This design comes from an exercise in tuning for small area on the open sky130 flow, not from production work. RTL that was checked went through simulation tests only; none was proved equivalent to the original. Only the layout flow was run in run 1; the RTL was not checked for function there. Power is estimated from default activity; no workload was simulated.

$ cat design/flow/config.mk
export PLATFORM = sky130hd
export DESIGN_NAME = regfile_sb
export DESIGN_NICKNAME = regfile_sb
export VERILOG_FILES = /design/flow/design.v
export SDC_FILE = /design/flow/constraint.sdc
export NUM_CORES = 4
export LEC_CHECK = 0
export CAP_MARGIN = 10
export CORE_MARGIN = 2
export CORE_UTILIZATION = 50
export GPL_TIMING_DRIVEN = 0
export SLEW_MARGIN = 10
export SYNTH_HIERARCHICAL = 1
$ cat design/flow/constraint.sdc
create_clock -name core_clock -period 6.0 [get_ports {clock}]
set_input_delay 1.2000 -clock core_clock [delete_from_list [all_inputs] [get_ports {clock}]]
set_output_delay 1.2000 -clock core_clock [all_outputs]
set_load 0.01 [all_outputs]
$ cat design/flow/design.v
package mips_pkg;
  localparam int DATA_W = 32;
  localparam int REG_ADDR_W = 5;
  localparam logic [REG_ADDR_W-1:0] REG_ZERO = 5'd0;
endpackage
module ao222n (
  input  logic a1, a2, b1, b2, c1, c2,
  output logic y
);
  assign y = ~((a1 & a2) | (b1 & b2) | (c1 & c2));
endmodule
module nand4x (
  input  logic a, b, c, d,
  output logic y
);
  assign y = ~(a & b & c & d);
endmodule
module or3x (
  input  logic a, b, c,
  output logic y
);
  assign y = a | b | c;
endmodule
module nand2x (
  input  logic a, b,
  output logic y
);
  assign y = ~(a & b);
endmodule
module aomux32 (
  input  logic [31:0] sel,
  input  logic [31:0] d,
  output logic y
);
  logic [11:0] p;
  logic [2:0] q;
  for (genvar g = 0; g < 10; g++) begin : g_ao
    ao222n u (.a1(sel[3*g]), .a2(d[3*g]), .b1(sel[3*g+1]), .b2(d[3*g+1]),
              .c1(sel[3*g+2]), .c2(d[3*g+2]), .y(p[g]));
  end
  nand2x u_p10 (.a(sel[30]), .b(d[30]), .y(p[10]));
  nand2x u_p11 (.a(sel[31]), .b(d[31]), .y(p[11]));
  nand4x u_q0 (.a(p[0]), .b(p[1]), .c(p[2]), .d(p[3]), .y(q[0]));
  nand4x u_q1 (.a(p[4]), .b(p[5]), .c(p[6]), .d(p[7]), .y(q[1]));
  nand4x u_q2 (.a(p[8]), .b(p[9]), .c(p[10]), .d(p[11]), .y(q[2]));
  or3x u_y (.a(q[0]), .b(q[1]), .c(q[2]), .y(y));
endmodule
module dec5 (
  input  logic [4:0] a,
  input  logic en,
  output logic [31:1] y
);
  always_comb
    for (int i = 1; i < 32; i++) y[i] = en && a == i;
endmodule
module dec5n (
  input  logic [4:0] a,
  input  logic en,
  output logic [31:1] yn
);
  always_comb
    for (int i = 1; i < 32; i++) yn[i] = !(en && a == i);
endmodule
module regfile_sb (
  input  logic clock,
  input  logic reset,
  input  logic rd_en,
  input  logic [4:0] rd_addr1,
  input  logic [4:0] rd_addr2,
  output logic [31:0] rd_data1,
  output logic [31:0] rd_data2,
  output logic rd_valid,
  output logic hazard,
  input  logic wr_en,
  input  logic [4:0] wr_addr,
  input  logic [31:0] wr_data,
  input  logic iss_en,
  input  logic [4:0] iss_addr
);
  logic [31:0] mem [31:1];
  logic [31:1] busy, wr_hit, iss_hit, t1, t2;
  logic pend1, pend2, acc, byp1, byp2;
  logic [31:0] nxt1, nxt2, wd;
  logic [31:1] d1n, d2n;
  dec5 u_dw (.a(wr_addr), .en(wr_en), .y(wr_hit));
  dec5 u_di (.a(iss_addr), .en(iss_en), .y(iss_hit));
  dec5n u_d1 (.a(rd_addr1), .en(~reset), .yn(d1n));
  dec5n u_d2 (.a(rd_addr2), .en(~reset), .yn(d2n));
  assign t1 = ~(d1n | wr_hit);
  assign t2 = ~(d2n | wr_hit);
  assign byp1 = wr_en && wr_addr == rd_addr1 && rd_addr1 != 5'd0 && !reset;
  assign byp2 = wr_en && wr_addr == rd_addr2 && rd_addr2 != 5'd0 && !reset;
  assign pend1 = |(busy & t1);
  assign pend2 = |(busy & t2);
  assign hazard = rd_en & (pend1 | pend2);
  assign acc = rd_en & ~pend1 & ~pend2;
  for (genvar j = 0; j < 32; j++) begin : g_rd
    logic [30:0] col;
    for (genvar i = 1; i < 32; i++) begin : g_col
      assign col[i-1] = mem[i][j];
    end
    aomux32 u_m1 (.sel({byp1, t1}), .d({wr_data[j], col}), .y(nxt1[j]));
    aomux32 u_m2 (.sel({byp2, t2}), .d({wr_data[j], col}), .y(nxt2[j]));
  end
  assign wd = wr_data & {32{~reset}};
  always_ff @(posedge clock) begin
    if (acc | reset) begin
      rd_data1 <= nxt1;
      rd_data2 <= nxt2;
    end
    rd_valid <= acc & ~reset;
    for (int i = 1; i < 32; i++)
      busy[i] <= !reset && (iss_hit[i] || (busy[i] && !wr_hit[i]));
    for (int i = 1; i < 32; i++)
      if (wr_hit[i] | reset) mem[i] <= wd;
  end
endmodule
$ cat design/flow/flow/run.sh
#!/bin/bash
# Own layout flow: the standard ORFS flow (standard.sh, standard synthesis
# unchanged) with these layout changes:
#  - the buffers ABC put in the netlist are removed at floorplan;
#  - port buffers are buf_2 instead of the slow clkdlybuf4s50_1;
#  - before repair_design, each high-fanout net gets one buf_2 at the centroid
#    of its loads (fanout_buffers.tcl), instead of repair_design's buffer chains;
#  - clock tree built from clkbuf_8 with no dummy loads.
# The whole output of the flow goes to flow.log in the work folder; ORFS keeps
# each step's own log under orfs/logs.
set -euo pipefail
here=$(pwd)
export PRE_RESIZE_TCL="$here/flow/fanout_buffers.tcl"
export REMOVE_ABC_BUFFERS=1
export BUFFER_PORTS_ARGS="-buffer_cell sky130_fd_sc_hd__buf_2"
export CTS_ARGS="-sink_clustering_enable -repair_clock_nets -buf_list sky130_fd_sc_hd__clkbuf_8 -sink_clustering_size 15 -sink_clustering_max_diameter 60 -dont_use_dummy_load"
bash standard.sh finish > "$here/flow.log" 2>&1
$ cat design/flow/flow/fanout_buffers.tcl
# Before repair_design: give every high-fanout signal net one buffer at the
# centroid of its loads, so repair_design has few slew/cap violations left to
# fix with its own (larger) buffer chains.
set fb_min_loads 16
set fb_count 0
foreach net [[ord::get_db_block] getNets] {
  if {[$net getSigType] != "SIGNAL"} continue
  set loads 0; set xs 0; set ys 0
  foreach it [$net getITerms] {
    if {[$it isInputSignal]} {
      incr loads
      set b [[$it getInst] getBBox]
      set xs [expr {$xs + [$b xMin]}]; set ys [expr {$ys + [$b yMin]}]
    }
  }
  if {$loads >= $fb_min_loads} {
    set dbu [[ord::get_db_tech] getDbUnitsPerMicron]
    insert_buffer -net [$net getName] -buffer_cell sky130_fd_sc_hd__buf_2 \
      -location [list [expr {double($xs) / $loads / $dbu}] [expr {double($ys) / $loads / $dbu}]]
    incr fb_count
  }
}
puts "fanout_buffers: inserted $fb_count buffers"
$ cat design/flow/standard.sh
#!/bin/bash
# synth_recipe.tcl (not shown) runs the flow's synth.tcl, then flattens the netlist and writes it again
# the make line also repeats each setting of config.mk as NAME=value (left out here)
make -C /OpenROAD-flow-scripts/flow DESIGN_CONFIG=/design/flow/config.mk WORK_HOME=/design/flow/orfs CLKGATE_MAP_FILE= SYNTH_SCRIPT=/design/flow/synth_recipe.tcl "${@:-finish}"
==> out/metrics.csv, run 1 <==
stage,metric,value,unit
outcome,status,"complete, but fails checks",
outcome,failed_checks,negative setup slack,
drt,routed_wl,180000,µm
sta,setup-tns-final,-0.0727,ns
grt,grt_pass1_wl,243000,µm
setup_path,cp.arrival,4.87,ns
synthesis,avgSynthCellArea,16.7,µm²
synthesis,synth_top_family_by_area,compound AO/OA/AOI/OAI gates,
synthesis,yosysWarnings,10,
synthesis,ys_ff_latch,1088,
sta,timing.fmax,165,MHz
placed_design,placedInstanceArea,0.0460,mm²
synthesis,synth_xor_area_share,0.162,%
drt,wl_per_cell,44.0,µm
setup_path,worstSetupEndpointType,primary output,
synthesis,synthSimpleGateAreaFrac,9.20,%
clock_tree,cts_root_buf,clkbuf_8,
setup_path,worstSetupEndpoint,hazard,
synthesis,synth_area,0.0434,mm²
drt,drc,0,
setup_path,worstReg2RegEnd,rd_data2[26],
setup_path,ff2ff_setup_slack,2.77,ns
drt,vias,33300,
placed_design,numPortBuffers,122,
placed_design,gp_congestion,0.999,
drt,drt-vias-per-instance,8.14,
sta,tightest_slew,1.31,ns
sta,period_minus_slack,6.07,ns
sta,relSlewSlack,12.6,%
grt,overflow,0,
synthesis,synthAdderAreaFrac,0,%
drt,drt_pass1_iterations,13,
clock_tree,post_cts.repair.setup_buffers,0,
min_path,hold_class,register to register,
sta,final.period_utilization,101,%
setup_path,required,4.80,ns
die,dieArea,0.0891,mm²
synthesis,synth-edff-count,1056,
power,peakVddDrop,0.211,mV
grt,grt_max_degree,42,
min_path,hold_start,busy[3],
clock_tree,clk_pin_slew,0.07,ns
finish,area_growth,9.35,%
synthesis,ys_types,41,
finish,final_layout_size_suffix_gt1_share,12.8,%
job,drv_cap,0,
die,pin_count,123,
drt,drt-initial-drc-count,9923,
finish,fin_area,0.0474,mm²
synthesis,synthCells,2602,
finish,final_nets,2980,
die,die_w,299,µm
clock_tree,cts_sinks,1088,
setup_path,r2r-start,busy[1],
clock_tree,insertion_delay,0.76,ns
clock_tree,cts_buffers,88,
grt,grt_pass1_vias,30700,
die,core-area,0.0863,mm²
setup_path,critPathKind,primary input to primary output,
sta,drv_slew,0,
sta,final-setup-viol-count,1,
grt,grt_antenna_before_repair,26,
sta,hold_violations,0,
die,placementRows,108,
grt,grt_usage,39.1,%
synthesis,ys_async_sr_fraction,0,%
sta,whs,0.501,ns
drt,ant_nets,0,
clock_tree,clockBufferDepth,3,
sta,setup_ws,-0.0727,ns
clock_tree,h-tree-depth,3,
clock_tree,cts_hold_repair.buffers,0,
setup_path,startpoint_type,primary input,
synthesis,synth_mux_area_share,0,%
synthesis,synth_flop_cell,edfxtp_1,
setup_path,worstPathMaxFanout,41,
placed_design,dp_hpwl,103000,µm
die,die_height,299,µm
setup_path,ff2ff_path_depth,6,
setup_path,critPathLaunch,reset,
sta,fin_worst_skew,0.0823,ns
power,p_leak,15.7,nW
synthesis,synth-compound-area-share,15.5,%
synthesis,ys_seq_area_share,74.6,%
clock_tree,cts_tree,yes,
die,initial_core_util,50.2,%
power,powerDensity,298,mW/mm²
==> cells in the mapped netlist, types with 6 or more instances <==
cell type / count / share of area, %
dfxtp_1: 32 / 1.5
or2_2: 10 / 0.14
nand4_1: 197 / 2.8
nor2b_1: 46 / 0.66
xnor2_1: 6 / 0.12
nand3_1: 22 / 0.25
or3_1: 64 / 0.92
edfxtp_1: 1056 / 73
a22oi_1: 22 / 0.38
nand4bb_1: 6 / 0.16
nand4b_1: 6 / 0.12
inv_1: 23 / 0.20
and4bb_2: 6 / 0.17
nand2_1: 209 / 1.8
clkbuf_1: 14 / 0.12
a21oi_1: 27 / 0.31
nor2_1: 167 / 1.4
a222oi_1: 641 / 15
==> report_power, final <==
part	internal [mW]	switching, mW	total (mW)
clock network	1.31	2.36	3.67
registers	9.09	0.328	9.42
logic	0.239	0.816	1.06
==> critical path, stage by stage <==
cell      delay (ns)
buf_2           0.16
buf_6           0.32
buf_16          0.26
clkinv_1        0.16
buf_4           0.31
and4b_2         0.35
nand2_1         0.12
nor2_1          0.16
buf_6           0.32
a22oi_1         0.35
nand4_1         0.18
or4_4           0.60
o21a_1          0.21
buf_2           0.14
==> cell usage in the layout, fill, tap and decap left out, types with 27 or more instances in the layout <==
cell and instances:
edfxtp_1 1056, a222oi_1 641, nand2_1 209, buf_2 209
nand4_1 197, nor2_1 167, clkbuf_8 88, or3_1 64
nor2b_1 46, buf_4 32, dfxtp_1 32, a21oi_1 27
==> timing repair <==
| item | in CTS | in global routing |
|---|---|---|
| gates cloned | 1 | 0 |
| setup endpoints to repair | 1 | 1 |
| gates resized for setup | 47 | 7 |
==> worst min path at each step <==
stage	endpoint	cells past startpoint	slack [ns]
after global placement	busy[3]	2	0.47
after floorplan	busy[3]	2	0.45
after CTS	busy[3]	2	0.50
after detailed placement	busy[3]	2	0.48
after global routing	busy[30]	2	0.53
final	busy[3]	2	0.50
==> per-module statistics from Yosys (local to each module, per instance), a selection <==
module,times used,flip-flops and latches,cells
nand4x,192,0,1
regfile_sb,1,1088,1388
or3x,64,0,1
nand2x,128,0,1
ao222n,640,0,1
dec5,2,0,46
dec5n,2,0,49
==> metrics by stage <==
| stage | utilization [%] | worst slack (ns) | total power [mW] | std cells |
|---|---|---|---|---|
| after floorplan | - | -0.947 | 9.90 | 2578 |
| after global placement | 52.5 | -6.61 | 10.5 | 3855 |
| final | 54.9 | -0.0727 | 14.1 | 4087 |
| after global routing | 54.9 | -0.00192 | 14.5 | 4079 |
| after CTS | 54.9 | 0.0908 | 14.0 | 4076 |
| after detailed placement | 53.3 | -0.711 | 10.6 | 3987 |
==> kinds of logic after synthesis <==
group / Yosys count
and+or+nand+nor: 764
AOI/OAI and AO/OA: 694
buffers and inverters: 48
xor gates and xnor gates: 8
DFF: 1088
==> sequential cells by signal, summed over array words and instances, names as in the netlist <==
name / count
rd_valid: 1
rd_data2: 32
busy: 31
rd_data1: 32
mem: 992
==> area by class of cell <==
cell class                 count  area, µm²
timing repair buffer         255       1490
antenna                       11       27.5
multi-input combinational   1466      10800
fill                        6848      38900
sequential                  1088      32400
tap                         1155       1450
clock buffer                  88       1210
inverter                      24       90.1
==> per-layer routing <==
metal | GRT usage [%] | up-vias | share of wire, %
met5 | 0.741 | - | 0.11
met4 | 19.6 | 18 | 6.3
met3 | 14.9 | 578 | 17
met2 | 57.5 | 3427 | 43
met1 | 51.1 | 16500 | 33
li1 | - | 12700 | -
==> inputs of run 2 (changes only) <==
--- a/design/flow/design.v
+++ b/design/flow/design.v
@@ -55,11 +55,10 @@
 endmodule
 module dec5n (
   input  logic [4:0] a,
-  input  logic en,
   output logic [31:1] yn
 );
   always_comb
-    for (int i = 1; i < 32; i++) yn[i] = !(en && a == i);
+    for (int i = 1; i < 32; i++) yn[i] = a != i;
 endmodule
 module regfile_sb (
   input  logic clock,
@@ -78,20 +77,21 @@
   input  logic [4:0] iss_addr
 );
   logic [31:0] mem [31:1];
-  logic [31:1] busy, wr_hit, iss_hit, t1, t2;
+  logic [31:1] busy, wr_hit, iss_hit, t1, t2, bw;
   logic pend1, pend2, acc, byp1, byp2;
   logic [31:0] nxt1, nxt2, wd;
   logic [31:1] d1n, d2n;
   dec5 u_dw (.a(wr_addr), .en(wr_en), .y(wr_hit));
   dec5 u_di (.a(iss_addr), .en(iss_en), .y(iss_hit));
-  dec5n u_d1 (.a(rd_addr1), .en(~reset), .yn(d1n));
-  dec5n u_d2 (.a(rd_addr2), .en(~reset), .yn(d2n));
-  assign t1 = ~(d1n | wr_hit);
-  assign t2 = ~(d2n | wr_hit);
+  dec5n u_d1 (.a(rd_addr1), .yn(d1n));
+  dec5n u_d2 (.a(rd_addr2), .yn(d2n));
+  assign t1 = ~(d1n | wr_hit | {31{reset}});
+  assign t2 = ~(d2n | wr_hit | {31{reset}});
+  assign bw = busy & ~wr_hit;
   assign byp1 = wr_en && wr_addr == rd_addr1 && rd_addr1 != 5'd0 && !reset;
   assign byp2 = wr_en && wr_addr == rd_addr2 && rd_addr2 != 5'd0 && !reset;
-  assign pend1 = |(busy & t1);
-  assign pend2 = |(busy & t2);
+  assign pend1 = |(bw & ~d1n);
+  assign pend2 = |(bw & ~d2n);
   assign hazard = rd_en & (pend1 | pend2);
   assign acc = rd_en & ~pend1 & ~pend2;
   for (genvar j = 0; j < 32; j++) begin : g_rd
--- a/design/flow/config.mk
+++ b/design/flow/config.mk
@@ -9,5 +9,6 @@
 export CORE_MARGIN = 2
 export CORE_UTILIZATION = 50
 export GPL_TIMING_DRIVEN = 0
+export SETUP_SLACK_MARGIN = 0.2
 export SLEW_MARGIN = 10
 export SYNTH_HIERARCHICAL = 1
==> out/metrics.csv, run 2 <==
stage,metric,value,unit,change
clock_tree,cts_tree,yes,,
clock_tree,clk_pin_slew,0.09,ns,+0.02 ns
die,pin_count,123,,unchanged
die,die_height,299,µm,about the same
synthesis,ys_async_sr_fraction,0,%,unchanged
sta,timing.fmax,174,MHz,+5.9%
sta,rsz0062_at_grt,no,,
clock_tree,cts.repair.resized,0,,-100%
clock_tree,cts_sinks,1088,,unchanged
clock_tree,insertion_delay,0.75,ns,about the same
grt,grt_antenna_before_repair,17,,-35%
clock_tree,cts_root_buf,clkbuf_8,,
grt,grt_busiest_layer,met2,,
synthesis,synthAdderAreaFrac,0,%,unchanged
drt,routed_wl,173000,µm,-4.0%
synthesis,synth_common_cells,"1056 x edfxtp_1, 640 x a222oi_1, 204 x nand2_1, 195 x nand4_1, 159 x nor2_1",,
sta,setup-tns-final,0,ns,+0.0727 ns
grt,met2_usage,54.9,%,-2.6 points
finish,fillers,6830,,-0.26%
finish,area_growth,9.10,%,
drt,drc,0,,unchanged
setup_path,r2r-start,busy[8],,
power,finalPower,14.1,mW,-0.26%
min_path,min_path_cells,2,,unchanged
power,p_leak,15.5,nW,-1.0%
setup_path,ff2ff_setup_slack,2.50,ns,-0.27 ns
finish,top_regs,"mem x992, rd_data1 x32, rd_data2 x32",,
grt,use_met3,11.8,%,-3.1 points
synthesis,synth_most_common_cell,edfxtp_1,,
synthesis,ys_seq_area_share,74.6,%,about the same
clock_tree,cts_hold_repair.buffers,0,,unchanged
min_path,hold_end,busy[10],,
grt,grt_usage,37.5,%,-1.7 points
synthesis,synth_area,0.0434,mm²,about the same
finish,final_layout_size_suffix_gt1_share,13.2,%,+0.39 points
synthesis,synth_mux_area_share,0,%,unchanged
synthesis,synthCells,2607,,+0.19%
sta,hold_violations,0,,unchanged
grt,grt_util_met1,50.5,%,-0.56 points
setup_path,required,6.47,ns,+1.67 ns
sta,drv_slew,0,,unchanged
grt,overflow,0,,unchanged
sta,period_minus_slack,5.74,ns,-0.337 ns
power,powerDensity,298,mW/mm²,about the same
finish,largest_register_ffs,992,,unchanged
grt,grt_pass1_vias,30100,,-1.9%
die,initial_core_util,50.3,%,about the same
drt,wl_per_cell,42.0,µm,-4.4%
clock_tree,clockBufferDepth,3,,unchanged
synthesis,synth_top_family_by_area,compound AO/OA/AOI/OAI gates,,
placed_design,gp_congestion,1.01,,+0.69%
drt,ant_nets,0,,unchanged
grt,grt_pass1_wl,234000,µm,-4.0%
synthesis,synthSimpleGateAreaFrac,9.36,%,+0.16 points
drt,drt-vias-per-instance,8.04,,-1.2%
finish,final_nets,2985,,+0.17%
sta,final-setup-viol-count,0,,-1
synthesis,avgSynthCellArea,16.6,µm²,-0.16%
setup_path,ff2ff_path_depth,7,,+1
synthesis,synth-edff-count,1056,,unchanged
sta,fin_worst_skew,0.0859,ns,+0.00361 ns
synthesis,synth_area_leader_cell,edfxtp_1,,
finish,final_cells,4103,,+0.39%
drt,drt_pass1_iterations,12,,-1
sta,tightest_slew,1.31,ns,+0.00242 ns
grt,grt_max_degree,74,,+76%
setup_path,worstReg2RegEnd,rd_data2[23],,
die,core-area,0.0863,mm²,unchanged
setup_path,worstPathMaxFanout,73,,+78%
synthesis,synth_flop_cell,edfxtp_1,,
setup_path,critPathKind,primary input to register,,
sta,final.period_utilization,95.6,%,-5.6 points
synthesis,ys_types,40,,-2.4%
synthesis,synth-compound-area-share,15.5,%,-0.051 points
outcome,status,no timing/DRC/antenna violations,,
synthesis,yosysWarnings,10,,unchanged
clock_tree,post_cts.repair.setup_buffers,0,,unchanged
die,die_w,299,µm,about the same
die,placementRows,108,,unchanged
finish,mostFrequentLayoutCells,"1056 x edfxtp_1, 640 x a222oi_1, 249 x buf_2, 204 x nand2_1, 195 x nand4_1",,
clock_tree,cts_buffers,88,,unchanged
sta,relSlewSlack,12.4,%,-0.16 points
min_path,hold_start,busy[10],,
placed_design,numPortBuffers,122,,unchanged
clock_tree,h-tree-depth,3,,unchanged
finish,largest-register,mem,,
placed_design,dp_cells,3993,,+0.15%
synthesis,ys_ff_latch,1088,,unchanged
setup_path,worstSetupEndpointType,register,,
synthesis,synth_top_area_share,73.1,%,about the same
drt,drt-initial-drc-count,9477,,-4.5%
job,drv_cap,0,,unchanged
power,peakVddDrop,0.171,mV,-19%
sta,setup_ws,0.264,ns,+0.337 ns
drt,vias,33000,,-0.82%
min_path,hold_class,register to register,,
placed_design,dp_hpwl,99000,µm,-4.3%
setup_path,cp.arrival,6.21,ns,+1.34 ns
synthesis,synthTopCellsByArea,"edfxtp_1 73%, a222oi_1 15%, nand4_1 2.8%, nand2_1 1.8%, dfxtp_1 1.5%",,
finish,layout_commonest_cell,edfxtp_1,,
die,dieArea,0.0892,mm²,about the same
setup_path,startpoint_type,primary input,,
synthesis,synth_xor_area_share,0.161,%,about the same
placed_design,post-place-ws,-0.174,ns,+0.537 ns
==> run 2: cell type report <==
class                   count  area (µm²)  area share (%)
diodes                     22        55.1           0.116
multi-input cells        1469       10900            23.0
clock buffers              88        1210            2.56
inverters                  28         105           0.222
well taps                1155        1450            3.05
repair buffers            253        1310            2.76
flip-flops and latches   1088       32400            68.3
==> run 2: kinds of logic after synthesis <==
group,count (synthesis)
AOI/OAI and AO/OA,688
xor gates and xnor gates,8
and+or+nand+nor,773
buffers and inverters,50
DFF,1088
==> run 2: worst max-delay path by stage <==
stage / cells past startpoint / from / end
finish: 10 / reset / rd_data1[14]
global route: 10 / reset / rd_data1[14]
CTS: 10 / reset / rd_data1[14]
detailed placement: 10 / reset / rd_data1[14]
global placement: 5 / reset / rd_data1[8]
floorplan: 7 / wr_addr[1] / rd_data1[0]
==> run 2: stage by stage <==
stage	hold WS (ns)	cell area, µm²	utilization (%)
after global placement	0.480	45400	52.5
after global routing	0.520	47300	54.8
final	0.503	47300	54.8
after detailed placement	0.483	46100	53.3
after floorplan	0.453	43300	-
after CTS	0.501	47300	54.7
==> run 2: modules after synthesis, one instance, submodules excluded, a selection <==
module      copies in the design  area (µm²)  flip-flops and latches  cells
nand4x                       192        6.26                       0      1
regfile_sb                     1       34000                    1088   1399
or3x                          64        6.26                       0      1
ao222n                       640        10.0                       0      1
dec5                           2         230                       0     46
nand2x                       128        3.75                       0      1
==> run 2: where the power goes <==
group / total (mW) / internal [mW] / switching [mW] / leakage (nW)
registers: 9.42 / 9.09 / 0.331 / 10.5
logic: 1.04 / 0.238 / 0.797 / 4.33
clock network: 3.65 / 1.31 / 2.34 / 0.633
total: 14.1 / 10.6 / 3.46 / 15.5
==> run 2: per-layer routing <==
| metal | vias to the layer above | part of all wire, % |
|---|---|---|
| li1 | 12700 | - |
| met1 | 16400 | 34 |
| met2 | 3284 | 43 |
| met3 | 569 | 16 |
| met4 | 12 | 6.4 |
| met5 | - | 0.20 |
==> run 2: critical path, stage by stage <==
cell      delay [ns]
buf_2           0.13
buf_4           0.45
buf_16          0.34
or2_2           0.27
buf_2           1.02
nor2_1          0.47
buf_2           0.64
a222oi_1        0.53
nand4_1         0.49
or3_1           0.57
==> inputs of run 3 (changes only) <==
--- a/design/flow/config.mk
+++ b/design/flow/config.mk
@@ -7,8 +7,8 @@
 export LEC_CHECK = 0
 export CAP_MARGIN = 10
 export CORE_MARGIN = 2
-export CORE_UTILIZATION = 50
+export CORE_UTILIZATION = 45
 export GPL_TIMING_DRIVEN = 0
-export SETUP_SLACK_MARGIN = 0.2
+export SETUP_SLACK_MARGIN = 0.3
 export SLEW_MARGIN = 10
 export SYNTH_HIERARCHICAL = 1
==> out/metrics.csv, run 3 <==
stage,metric,value,unit,change
setup_path,worstSetupEndpointType,register,,
synthesis,ys_types,40,,unchanged
sta,setup_ws,0.363,ns,+0.0992 ns
grt,overflow,0,,unchanged
synthesis,synth_area,0.0434,mm²,unchanged
die,initial_core_util,45.5,%,-4.7 points
synthesis,synth_flop_cell,edfxtp_1,,
setup_path,critPathKind,primary input to register,,
clock_tree,post_cts.repair.setup_buffers,0,,unchanged
sta,whs,0.496,ns,-0.00616 ns
power,peakVddDrop,0.168,mV,-1.6%
clock_tree,cts.repair.resized,0,,unchanged
clock_tree,cts_buffers,94,,+6.8%
setup_path,worstReg2RegEnd,rd_data2[2],,
clock_tree,h-tree-depth,3,,unchanged
die,die_w,315,µm,+5.3%
setup_path,startpoint_type,primary input,,
drt,drt_pass1_iterations,17,,+5
finish,layout_commonest_cell,edfxtp_1,,
outcome,status,no timing/DRC/antenna violations,,
grt,grt_max_degree,74,,unchanged
grt,grt_pass1_wl,230000,µm,-1.5%
die,dieArea,0.0989,mm²,+11%
placed_design,dp_hpwl,99400,µm,+0.41%
synthesis,synth_common_cells,"1056 x edfxtp_1, 640 x a222oi_1, 204 x nand2_1, 195 x nand4_1, 159 x nor2_1",,
grt,grt_usage,33.1,%,-4.3 points
grt,grt_pass1_vias,29600,,-1.8%
placed_design,gp_congestion,0.954,,-5.2%
finish,largest_register_ffs,992,,unchanged
die,core-area,0.0953,mm²,+10%
finish,final_nets,2991,,+0.20%
sta,relSlewSlack,15.0,%,+2.5 points
clock_tree,clk_pin_slew,0.09,ns,about the same
clock_tree,insertion_delay,0.74,ns,about the same
die,pin_count,123,,unchanged
min_path,hold_class,register to register,,
drt,drt-vias-per-instance,7.74,,-3.7%
setup_path,required,6.47,ns,about the same
finish,top_regs,"mem x992, rd_data1 x32, rd_data2 x32",,
sta,tightest_slew,1.28,ns,-0.0382 ns
finish,mostFrequentLayoutCells,"1056 x edfxtp_1, 640 x a222oi_1, 249 x buf_2, 204 x nand2_1, 195 x nand4_1",,
setup_path,r2r-start,busy[4],,
placed_design,numPortBuffers,122,,unchanged
power,finalPower,14.2,mW,+0.53%
setup_path,ff2ff_setup_slack,2.38,ns,-0.12 ns
min_path,hold_start,busy[7],,
die,die_height,315,µm,+5.3%
synthesis,ys_ff_latch,1088,,unchanged
sta,final-setup-viol-count,0,,unchanged
sta,fin_worst_skew,0.0765,ns,-0.00939 ns
synthesis,ys_async_sr_fraction,0,%,unchanged
clock_tree,cts_root_buf,clkbuf_8,,
finish,area_growth,9.55,%,
finish,largest-register,mem,,
synthesis,synth_most_common_cell,edfxtp_1,,
finish,final_layout_size_suffix_gt1_share,13.4,%,+0.18 points
min_path,min_path_cells,2,,unchanged
min_path,hold_end,busy[7],,
sta,timing.fmax,177,MHz,+1.8%
drt,vias,32600,,-1.2%
drt,ant_nets,0,,unchanged
drt,drc,0,,unchanged
synthesis,synthTopCellsByArea,"edfxtp_1 73%, a222oi_1 15%, nand4_1 2.8%, nand2_1 1.8%, dfxtp_1 1.5%",,
synthesis,synthCells,2607,,unchanged
synthesis,synth_area_leader_cell,edfxtp_1,,
sta,final.period_utilization,93.9,%,-1.7 points
power,powerDensity,298,mW/mm²,+0.12%
drt,wl_per_cell,40.4,µm,-3.8%
synthesis,synth-edff-count,1056,,unchanged
power,p_leak,15.6,nW,+0.28%
setup_path,ff2ff_path_depth,7,,unchanged
drt,routed_wl,170000,µm,-1.4%
sta,drv_slew,0,,unchanged
clock_tree,cts_tree,yes,,
synthesis,synth_top_area_share,73.1,%,unchanged
clock_tree,cts_hold_repair.buffers,0,,unchanged
synthesis,ys_seq_area_share,74.6,%,unchanged
clock_tree,cts_sinks,1088,,unchanged
die,placementRows,113,,+4.6%
placed_design,post-place-ws,-0.0683,ns,+0.106 ns
grt,grt_antenna_before_repair,17,,unchanged
synthesis,avgSynthCellArea,16.6,µm²,unchanged
sta,rsz0062_at_grt,no,,
synthesis,yosysWarnings,10,,unchanged
finish,fillers,8036,,+18%
clock_tree,clockBufferDepth,3,,unchanged
sta,hold_violations,0,,unchanged
drt,drt-initial-drc-count,9403,,-0.78%
sta,period_minus_slack,5.64,ns,-0.0992 ns
setup_path,worstPathMaxFanout,73,,unchanged
setup_path,cp.arrival,6.10,ns,-0.11 ns
job,drv_cap,0,,unchanged
-- run 3: cell counts after synthesis --
Identical to the previous run, type by type.
-- run 3: where the power goes --
group | switching [mW] | total, mW | leakage [nW] | internal, mW
Sequential | 0.331 | 9.42 | 10.5 | 9.09
Combinational | 0.784 | 1.02 | 4.33 | 0.238
Clock | 2.34 | 3.73 | 0.676 | 1.39
Total | 3.45 | 14.2 | 15.6 | 10.7
-- run 3: routing by layer --
metal  track usage (%)  wire length, µm  vias to the layer above
met5              1.02              218                        -
met4              12.5             8860                       16
met3              10.8            29700                      500
met2              49.5            72700                     3243
met1              45.1            58600                    16100
li1                  -                -                    12700
-- run 3: Yosys stat by module (local to each module, per instance), a selection --
module	cells	cell area, µm²	times used
or3x	1	6.26	64
nand2x	1	3.75	128
nand4x	1	6.26	192
regfile_sb	1399	34000	1
ao222n	1	10.0	640
dec5n	46	225	2
dec5	46	230	2
-- run 3: worst max-delay path by stage --
stage / start / end / slack (ns) / cells after the start
after floorplan: wr_addr[1] / rd_data1[0] / -0.42 / 7
after global placement: reset / rd_data1[29] / -3.96 / 5
after detailed placement: reset / rd_data2[31] / -0.07 / 10
after CTS: reset / rd_data2[31] / 0.72 / 10
after global routing: reset / rd_data1[29] / 0.41 / 10
final: reset / rd_data1[31] / 0.36 / 10
-- run 3: through the flow --
stage | instance area [µm²] | setup TNS, ns | util (%) | cells
4_1_cts | 47500 | 0 | 49.9 | 4197
6_report | 47500 | 0 | 49.9 | 4208
3_3_place_gp | 45500 | -442.55 | 47.8 | 3972
2_1_floorplan | 43300 | -27.08 | - | 2585
5_1_grt | 47500 | 0 | 49.9 | 4199
3_5_place_dp | 46200 | -0.157 | 48.5 | 4103
-- run 3: logic make-up (layout without fill, tap and decap cells) --
kind of cell           Yosys count  count (layout)  share of synthesized area (%)
other                            0              11                              0
AO/OA/AOI/OAI                  688             688                           15.5
XOR/XNOR                         8               8                          0.161
buffers and inverters           50             375                          0.433
AND/OR/NAND/NOR                773             773                           9.36
flip-flops                    1088            1088                           74.6
-- run 3: layout make-up --
| cell class | count | area, µm² | share of cell area (%) |
|---|---|---|---|
| tap | 1265 | 1580 | 3.33 |
| antenna | 11 | 27.5 | 0.0579 |
| inverter | 28 | 105 | 0.221 |
| timing repair buffer | 253 | 1310 | 2.75 |
| sequential | 1088 | 32400 | 68.1 |
| multi-input combinational | 1469 | 10900 | 22.9 |
| clock buffer | 94 | 1290 | 2.72 |
-- run 3: critical path: stages --
cell and delay, ns:
buf_2 0.14, buf_4 0.42, buf_16 0.34, or2_2 0.31, buf_2 1.00, nor2_1 0.50, buf_2 0.60, a222oi_1 0.50
nand4_1 0.44, or3_1 0.58
==> inputs of run 4 (changes only) <==
==> design/flow/flow/run.sh (replaced) <==
#!/bin/bash
# Own layout flow: the standard ORFS flow (standard.sh, standard synthesis
# unchanged) with these layout changes:
#  - the buffers ABC put in the netlist are removed at floorplan;
#  - port buffers are buf_1 instead of the slow clkdlybuf4s50_1;
#  - before repair_design, each high-fanout net gets one buf_2 at the centroid
#    of its loads (fanout_buffers.tcl), instead of repair_design's buffer chains;
#  - clock tree built from clkbuf_8 with no dummy loads.
# The whole output of the flow goes to flow.log in the work folder; ORFS keeps
# each step's own log under orfs/logs.
set -euo pipefail
here=$(pwd)
export PRE_RESIZE_TCL="$here/flow/fanout_buffers.tcl"
export REMOVE_ABC_BUFFERS=1
export BUFFER_PORTS_ARGS="-buffer_cell sky130_fd_sc_hd__buf_1"
export CTS_ARGS="-sink_clustering_enable -repair_clock_nets -buf_list sky130_fd_sc_hd__clkbuf_8 -sink_clustering_size 15 -sink_clustering_max_diameter 60 -dont_use_dummy_load"
bash standard.sh finish > "$here/flow.log" 2>&1
--- a/design/flow/config.mk
+++ b/design/flow/config.mk
@@ -7,8 +7,8 @@
 export LEC_CHECK = 0
 export CAP_MARGIN = 10
 export CORE_MARGIN = 2
-export CORE_UTILIZATION = 45
+export CORE_UTILIZATION = 50
 export GPL_TIMING_DRIVEN = 0
-export SETUP_SLACK_MARGIN = 0.3
+export SETUP_SLACK_MARGIN = 0.2
 export SLEW_MARGIN = 10
 export SYNTH_HIERARCHICAL = 1
==> out/metrics.csv, run 4 <==
stage,metric,value,unit,change
drt,vias,32900,,+0.99%
sta,relSlewSlack,14.6,%,-0.35 points
finish,final_layout_size_suffix_gt1_share,9.24,%,-4.2 points
drt,drt-initial-drc-count,9665,,+2.8%
drt,routed_wl,172000,µm,+0.91%
die,die_w,299,µm,-5.1%
sta,fin_worst_skew,0.0736,ns,-0.00292 ns
power,pwr-share-seq,66.3,%,-0.2 points
grt,grt_usage,37.2,%,+4.0 points
synthesis,synth_top_area_share,73.1,%,unchanged
synthesis,synth-edff-count,1056,,unchanged
power,switching_share,24.7,%,+0.33 points
placed_design,gp_congestion,1.02,,+6.5%
finish,largest_register_ffs,992,,unchanged
sta,period_minus_slack,5.82,ns,+0.181 ns
grt,grt_pass1_wl,232000,µm,+0.83%
setup_path,startpoint_type,primary input,,
die,pin_count,123,,unchanged
power,p_leak,15.2,nW,-2.4%
setup_path,worstPathMaxFanout,70,,-4.1%
sta,drv_slew,0,,unchanged
sta,rsz0062_at_grt,no,,
synthesis,synthTopCellsByArea,"edfxtp_1 73%, a222oi_1 15%, nand4_1 2.8%, nand2_1 1.8%, dfxtp_1 1.5%",,
finish,layout_commonest_cell,edfxtp_1,,
outcome,status,no timing/DRC/antenna violations,,
grt,grt_pass1_vias,30100,,+1.7%
die,dieArea,0.0892,mm²,-9.9%
grt,grt_antenna_before_repair,26,,+9
sta,setup_ws,0.182,ns,-0.181 ns
finish,fillers,6837,,-15%
clock_tree,cts.repair.resized,0,,unchanged
synthesis,synth_area,0.0434,mm²,unchanged
power,powerDensity,301,mW/mm²,+0.82%
clock_tree,cts_sinks,1088,,unchanged
placed_design,numPortBuffers,122,,unchanged
setup_path,cp.arrival,6.29,ns,+0.19 ns
finish,final_util,54.7,%,+4.8 points
clock_tree,h-tree-depth,3,,unchanged
synthesis,synth_area_leader_cell,edfxtp_1,,
placed_design,dp_hpwl,99000,µm,-0.47%
placed_design,placedInstanceArea,0.0459,mm²,-0.64%
power,pwr-share-comb,7.0,%,-0.2 points
drt,drc,0,,unchanged
synthesis,ys_seq_area_share,74.6,%,unchanged
min_path,hold_class,register to register,,
sta,timing.fmax,172,MHz,-3.1%
sta,final.period_utilization,97.0,%,+3.0 points
clock_tree,clockBufferDepth,3,,unchanged
power,power_frac_clock,26.6,%,+0.3 points
synthesis,ys_async_sr_fraction,0,%,unchanged
synthesis,synth_flop_cell,edfxtp_1,,
grt,overflow,0,,unchanged
setup_path,worstSetupEndpointType,register,,
setup_path,critPathKind,primary input to register,,
synthesis,yosysWarnings,10,,unchanged
synthesis,synth_common_cells,"1056 x edfxtp_1, 640 x a222oi_1, 204 x nand2_1, 195 x nand4_1, 159 x nor2_1",,
die,die_height,299,µm,-5.1%
finish,final_nets,2991,,unchanged
clock_tree,cts_hold_repair.buffers,0,,unchanged
drt,drt_pass1_iterations,14,,-3
finish,area_growth,8.91,%,
drt,drt-vias-per-instance,8.01,,+3.6%
finish,top_regs,"mem x992, rd_data1 x32, rd_data2 x32",,
die,initial_core_util,50.3,%,+4.7 points
power,peakVddDrop,0.181,mV,+7.7%
drt,wl_per_cell,41.8,µm,+3.5%
synthesis,ys_ff_latch,1088,,unchanged
clock_tree,clk_pin_slew,0.07,ns,-0.02 ns
finish,mostFrequentLayoutCells,"1056 x edfxtp_1, 640 x a222oi_1, 204 x nand2_1, 195 x nand4_1, 159 x nor2_1",,
sta,final-setup-viol-count,0,,unchanged
setup_path,required,6.48,ns,about the same
clock_tree,cts_tree,yes,,
synthesis,synth_most_common_cell,edfxtp_1,,
grt,grt_max_degree,71,,-4.1%
die,placementRows,108,,-4.4%
sta,tightest_slew,1.28,ns,+0.00520 ns
sta,hold_violations,0,,unchanged
job,drv_cap,0,,unchanged
finish,fin_area,0.0473,mm²,-0.58%
clock_tree,insertion_delay,0.75,ns,about the same
clock_tree,cts_buffers,94,,unchanged
power,p_int,10.7,mW,-0.20%
clock_tree,post_cts.repair.setup_buffers,0,,unchanged
finish,largest-register,mem,,
synthesis,ys_types,40,,unchanged
synthesis,synthCells,2607,,unchanged
placed_design,post-place-ws,-0.263,ns,-0.195 ns
die,core-area,0.0863,mm²,-9.4%
power,p_sw,3.51,mW,+1.6%
synthesis,avgSynthCellArea,16.6,µm²,unchanged
clock_tree,cts_root_buf,clkbuf_8,,
drt,ant_nets,0,,unchanged
[run 4: changes by cell type in the layout (fill, tap and decap cells not counted)]
cell	before	now
buf_1	0	122
buf_2	249	127
diode_2	11	17
[run 4: power groups by stage]
stage / Combinational (mW) / Sequential (mW) / Clock (mW)
6_report: 1.00 / 9.43 / 3.78
4_1_cts: 0.965 / 9.41 / 3.78
2_1_floorplan: 0.402 / 9.50 / 0
3_3_place_gp: 0.893 / 9.54 / 0
3_5_place_dp: 0.961 / 9.58 / 0
5_1_grt: 1.01 / 9.48 / 4.03
[run 4: layout make-up]
cell class	instances	area, µm²	share of cell area [%]
flip-flops and latches	1088	32400	68.5
multi-input cells	1469	10900	23.0
well taps	1155	1450	3.06
clock buffers	94	1290	2.74
repair buffers	253	1160	2.45
inverters	28	105	0.222
diodes	17	42.5	0.0900
[run 4: worst max-delay path: stages]
cell	delay [ns]
buf_1	0.20
buf_4	0.53
buf_16	0.34
or2_2	0.29
buf_2	0.97
nor2_1	0.44
buf_2	0.61
a222oi_1	0.45
nand4_1	0.58
or3_1	0.59
[run 4: kinds of logic (layout without fill, tap and decap cells)]
logic type | after synthesis | after routing | synth area share [%]
other | 0 | 17 | 0
flip-flops | 1088 | 1088 | 74.6
buffers and inverters | 50 | 375 | 0.433
AND/OR/NAND/NOR | 773 | 773 | 9.36
AO/OA/AOI/OAI | 688 | 688 | 15.5
XOR/XNOR | 8 | 8 | 0.161
[run 4: per-stage QoR]
| stage | hold WS, ns | std cells | power [mW] | TNS [ns] |
|---|---|---|---|---|
| after detailed placement | 0.495 | 3993 | 10.5 | -2.70 |
| after global placement | 0.478 | 3862 | 10.4 | -2490.77 |
| after CTS | 0.512 | 4087 | 14.2 | 0 |
| after floorplan | 0.453 | 2585 | 9.91 | -27.08 |
| after global routing | 0.541 | 4092 | 14.5 | 0 |
| final | 0.504 | 4104 | 14.2 | 0 |
[run 4: per-module statistics from Yosys, one instance, submodules excluded, a selection]
module      copies in the design  flops+latches  cell area, µm²
ao222n                       640              0            10.0
dec5n                          2              0             225
nand4x                       192              0            6.26
regfile_sb                     1           1088           34000
dec5                           2              0             230
or3x                          64              0            6.26
nand2x                       128              0            3.75
[run 4: layer usage]
metal	up-vias	GRT usage (%)	part of all wire, %
li1	12700	-	-
met1	16200	50.2	34
met2	3376	53.7	42
met3	554	11.3	17
met4	28	20.9	7.0
met5	-	1.16	0.18
[run 4: path summary, 6_finish.rpt]
path,start,to,slack [ns],cells after the start
worst max-delay path,reset,rd_data1[12],0.18,10
worst min-delay path,busy[14],busy[14],0.50,2
worst max register to register,busy[8],rd_data1[18],2.46,7
worst min register to register,busy[14],busy[14],0.50,2

-- re-timing with driven ports --
The results above use ideal ports. As a check the final layouts listed here were re-extracted and re-timed, cells and wires unchanged. Step 1: set_driving_cell puts a clkbuf_16 on clock and a buf_2 on each other input, an assumption about the parent block. Step 2 also shifts input and output timing later by t, the mid clock arrival at the registers, as if the neighbouring blocks saw the same clock. a / b / c = no drivers / after step 1 / after step 2; a / b = the first two.
run	t (ns)	setup slack, ns	hold slack, ns
run 1	0.783	-0.073 / -0.096 / -0.391	0.501 / 0.501 / 0.501
run 2	0.772	0.264 / 0.295 / -0.477	0.503 / 0.503 / 0.503
run 3	0.774	0.363 / 0.405 / -0.369	0.496 / 0.496 / 0.496
run 4	0.786	0.182 / 0.226 / -0.560	0.504 / 0.504 / 0.504
With both steps, setup timing fails in run 2, run 3 and run 4, where it was met with ideal ports. For run 4, which loses most, drivers alone change the setup slack by +0.044 ns; drivers and shift together by -0.742 ns.
